This is an optimization exercise on Yosys and OpenROAD, whose aim is small area, not a production implementation. Only simulation tests tie the RTL to the original design; equivalence was not proved. The clock port is modelled as an ideal driver; clocking choices that lean on that would not hold on a real chip.

lane 1:
==> flow/design.v <==
module aes_round_key_cache #(
    parameter int unsigned MAX_KEYS = 15,
    parameter int unsigned IDX_W    = 4
) (
    input  logic               CLK,
    input  logic               RST_N,
    input  logic               start,
    input  logic [1:0]         mode,
    input  logic [255:0]       key,
    output logic               exp_load,
    output logic               exp_revers,
    output logic [1:0]         exp_mode,
    output logic [255:0]       exp_key,
    input  logic [127:0]       exp_round_key,
    input  logic [4:0]         exp_round,
    output logic               busy,
    output logic               keys_valid,
    input  logic               rd_en,
    input  logic               rd_inverse,
    input  logic [IDX_W-1:0]   rd_idx,
    output logic [127:0]       rd_key,
    output logic               rd_valid,
    output logic               err
);
    logic               exp_load_q;
    logic               busy_q;
    logic               keys_valid_q;
    logic               rd_valid_q;
    logic               err_q;
    logic               desync_q;
    logic [1:0]         mode_q;
    logic [3:0]         cnt_q;       
    logic [MAX_KEYS-1:0] sel_q;      
    logic [127:0]       ring_q [MAX_KEYS];
    logic               fill;
    logic               can_start;
    logic               start_ok;
    logic               start_bad;
    logic               rd_ok;
    logic               rd_bad;
    logic               desync_hit;
    logic [3:0]         nr;
    logic [3:0]         cnt_d;
    logic [3:0]         lidx;
    logic [4:0]         pos;
    logic [3:0]         sel_d;
    logic               hit0;
    logic               hit1;
    function automatic logic [3:0] nr_of(input logic [1:0] m);
        case (m)
            2'd0:    nr_of = 4'd10;
            2'd1:    nr_of = 4'd12;
            default: nr_of = 4'd14;
        endcase
    endfunction
    always_comb begin
        nr         = nr_of(mode_q);
        fill       = busy_q && !exp_load_q;
        can_start  = !busy_q;
        start_ok   = start && can_start && (mode != 2'd3);
        start_bad  = start && can_start && (mode == 2'd3);
        rd_ok      = rd_en && keys_valid_q && (rd_idx <= nr);
        rd_bad     = rd_en && !rd_ok;
        desync_hit = fill && (exp_round != {1'b0, cnt_q});
        if (exp_load_q)          cnt_d = 4'd0;
        else if (cnt_q == 4'd14) cnt_d = 4'd0;
        else                     cnt_d = cnt_q + 4'd1;
        lidx       = rd_inverse ? (nr - rd_idx) : rd_idx;
        pos        = {1'b0, cnt_q} - {1'b0, lidx};
        sel_d      = pos[4] ? 4'(pos + 5'd15) : pos[3:0];
        hit0       = start_ok && (sel_d == 4'd0);
        hit1       = start_ok && (sel_d == 4'd1);
    end
    always_ff @(posedge CLK or negedge RST_N) begin
        if (!RST_N) begin
            exp_load_q   <= 1'b0;
            busy_q       <= 1'b0;
            keys_valid_q <= 1'b0;
            rd_valid_q   <= 1'b0;
            err_q        <= 1'b0;
        end else begin
            exp_load_q <= start_ok;
            rd_valid_q <= rd_ok;
            err_q      <= start_bad | rd_bad | (desync_hit & !desync_q);
            if (start_ok) begin
                busy_q       <= 1'b1;
                keys_valid_q <= 1'b0;
            end else if (fill && (cnt_q == nr)) begin
                busy_q       <= 1'b0;
                keys_valid_q <= 1'b1;
            end
        end
    end
    always_ff @(posedge CLK) begin
        if (start_ok) begin
            mode_q <= mode;
        end
        if (start_ok) begin
            desync_q <= 1'b0;
        end else if (desync_hit) begin
            desync_q <= 1'b1;
        end
        cnt_q <= cnt_d;
        for (int i = 0; i < MAX_KEYS; i++) begin
            sel_q[i] <= rd_ok && ((hit0 || hit1) ? (i == 2) : (sel_d == 4'(i)));
        end
    end
    logic [127:0] ring_in0;
    logic [127:0] ring_in1;
    logic [127:0] ring_in2;
    rkc_ao222 u_in0 (
        .a(exp_round_key),        .sa(fill),
        .b(key[127:0]),           .sb(start_ok),
        .c(ring_q[MAX_KEYS-1]),   .sc(!fill && !start_ok),
        .y(ring_in0)
    );
    rkc_ao22 u_in1 (
        .a(key[255:128]),         .sa(start_ok),
        .b(ring_q[0]),            .sb(!start_ok),
        .y(ring_in1)
    );
    rkc_ao222 u_in2 (
        .a(ring_q[MAX_KEYS-1]),   .sa(hit0),
        .b(ring_q[0]),            .sb(hit1),
        .c(ring_q[1]),            .sc(!hit0 && !hit1),
        .y(ring_in2)
    );
    always_ff @(posedge CLK) begin
        ring_q[0] <= ring_in0;
        ring_q[1] <= ring_in1;
        ring_q[2] <= ring_in2;
        for (int i = 3; i < MAX_KEYS; i++) begin
            ring_q[i] <= ring_q[i-1];
        end
    end
    logic [127:0] grp_n [5];
    for (genvar g = 0; g < 5; g++) begin : g_grp
        rkc_aoi3 u_aoi (
            .a(ring_q[3*g]),   .sa(sel_q[3*g]),
            .b(ring_q[3*g+1]), .sb(sel_q[3*g+1]),
            .c(ring_q[3*g+2]), .sc(sel_q[3*g+2]),
            .y(grp_n[g])
        );
    end
    rkc_nand5 u_or (
        .a(grp_n[0]), .b(grp_n[1]), .c(grp_n[2]), .d(grp_n[3]), .e(grp_n[4]),
        .y(rd_key)
    );
    assign exp_load   = exp_load_q;
    assign exp_revers = 1'b0;
    assign exp_mode   = mode_q;
    assign exp_key    = {ring_q[1], ring_q[0]};
    assign busy       = busy_q;
    assign keys_valid = keys_valid_q;
    assign rd_valid   = rd_valid_q;
    assign err        = err_q;
endmodule
module rkc_aoi3 (
    input  logic [127:0] a,
    input  logic         sa,
    input  logic [127:0] b,
    input  logic         sb,
    input  logic [127:0] c,
    input  logic         sc,
    output logic [127:0] y
);
    assign y = ~((a & {128{sa}}) | (b & {128{sb}}) | (c & {128{sc}}));
endmodule
module rkc_nand5 (
    input  logic [127:0] a,
    input  logic [127:0] b,
    input  logic [127:0] c,
    input  logic [127:0] d,
    input  logic [127:0] e,
    output logic [127:0] y
);
    assign y = ~(a & b & c & d & e);
endmodule
module rkc_ao22 (
    input  logic [127:0] a,
    input  logic         sa,
    input  logic [127:0] b,
    input  logic         sb,
    output logic [127:0] y
);
    assign y = (a & {128{sa}}) | (b & {128{sb}});
endmodule
module rkc_ao222 (
    input  logic [127:0] a,
    input  logic         sa,
    input  logic [127:0] b,
    input  logic         sb,
    input  logic [127:0] c,
    input  logic         sc,
    output logic [127:0] y
);
    assign y = (a & {128{sa}}) | (b & {128{sb}}) | (c & {128{sc}});
endmodule
export LEC_CHECK = 0
export CAP_MARGIN = 20
export CORE_MARGIN = 2
export CORE_UTILIZATION = 65
export SLEW_MARGIN = 20
export SYNTH_HIERARCHICAL = 1
create_clock -name core_clock -period 5.0 [get_ports {CLK}]
standard.sh (not shown) runs the stock make flow with config.mk's settings and CLKGATE_MAP_FILE= SYNTH_SCRIPT=/design/flow/synth_recipe.tcl, a recipe that flattens the netlist after the stock synthesis.
==> flow/flow/run.sh <==
#!/bin/bash
# Standard layout (the standard.sh, standard synthesis unchanged) with two changes:
#  - every input and output port gets a buf_1 buffer instead of the default port buffer cell;
#  - the clock tree uses clkbuf_16 with larger sink clusters and no dummy loads.
set -euo pipefail
CTS="-sink_clustering_enable -repair_clock_nets -buf_list sky130_fd_sc_hd__clkbuf_16 -sink_clustering_size 32 -sink_clustering_max_diameter 90 -dont_use_dummy_load"
bash standard.sh 'BUFFER_PORTS_ARGS=-buffer_cell sky130_fd_sc_hd__buf_1' "CTS_ARGS=$CTS" finish > flow_make.log 2>&1
Both conditions hold for lane 1: the flow ran to the end and the final layout passed the timing, design-rule and antenna checks.
Setup changes, lane 1 to lane 2
--- a/flow/flow/run.sh
+++ b/flow/flow/run.sh
@@ -5,3 +5,3 @@
 set -euo pipefail
-CTS="-sink_clustering_enable -repair_clock_nets -buf_list sky130_fd_sc_hd__clkbuf_16 -sink_clustering_size 32 -sink_clustering_max_diameter 90 -dont_use_dummy_load"
+CTS="-sink_clustering_enable -repair_clock_nets -buf_list sky130_fd_sc_hd__clkbuf_16 -sink_clustering_size 30 -sink_clustering_max_diameter 80 -dont_use_dummy_load"
 bash standard.sh 'BUFFER_PORTS_ARGS=-buffer_cell sky130_fd_sc_hd__buf_1' "CTS_ARGS=$CTS" finish > flow_make.log 2>&1
[summary]
Cell area across lane 2 and lane 1: no real change.
Final critical path time including I/O delays and setup delta for lane 2 relative to lane 1: 0.010 ns lower
Lane 2 falls short of lane 1 in total power.
~same CTS clock-pin slew for the worst setup and hold paths in lane 2 and lane 1
Lane 2 vs lane 1, slack of the critical path went up by 0.010 ns.

-- re-timing with driven ports --
The results above use ideal ports. As a check the final layouts listed here were re-extracted and re-timed, cells and wires unchanged. Step 1, drivers: a clkbuf_16 drives CLK and a buf_2 each remaining input, both assumed. Step 2 moves the port delays by t, midway between the first and last clock arrival at a register: inputs arrive t later, outputs are due t later. That takes back most of the time a late clock gives input paths. Three values: ideal, step 1, step 2; two values: the first two.
run | t, ns | slack for setup (ns) | worst data-port slew with drivers (ns) | cell pins on the clock port's net
lane 1 | 0.716 | 0.764 / 0.764 / 0.177 | 0.14 | 1
lane 2 | 0.711 | 0.774 / 0.774 / 0.190 | 0.12 | 1
After both steps setup and hold are still met in every run listed. The setup slack of lane 1, which loses most, moves by 0.000 ns with the drivers and by -0.587 ns with both steps.
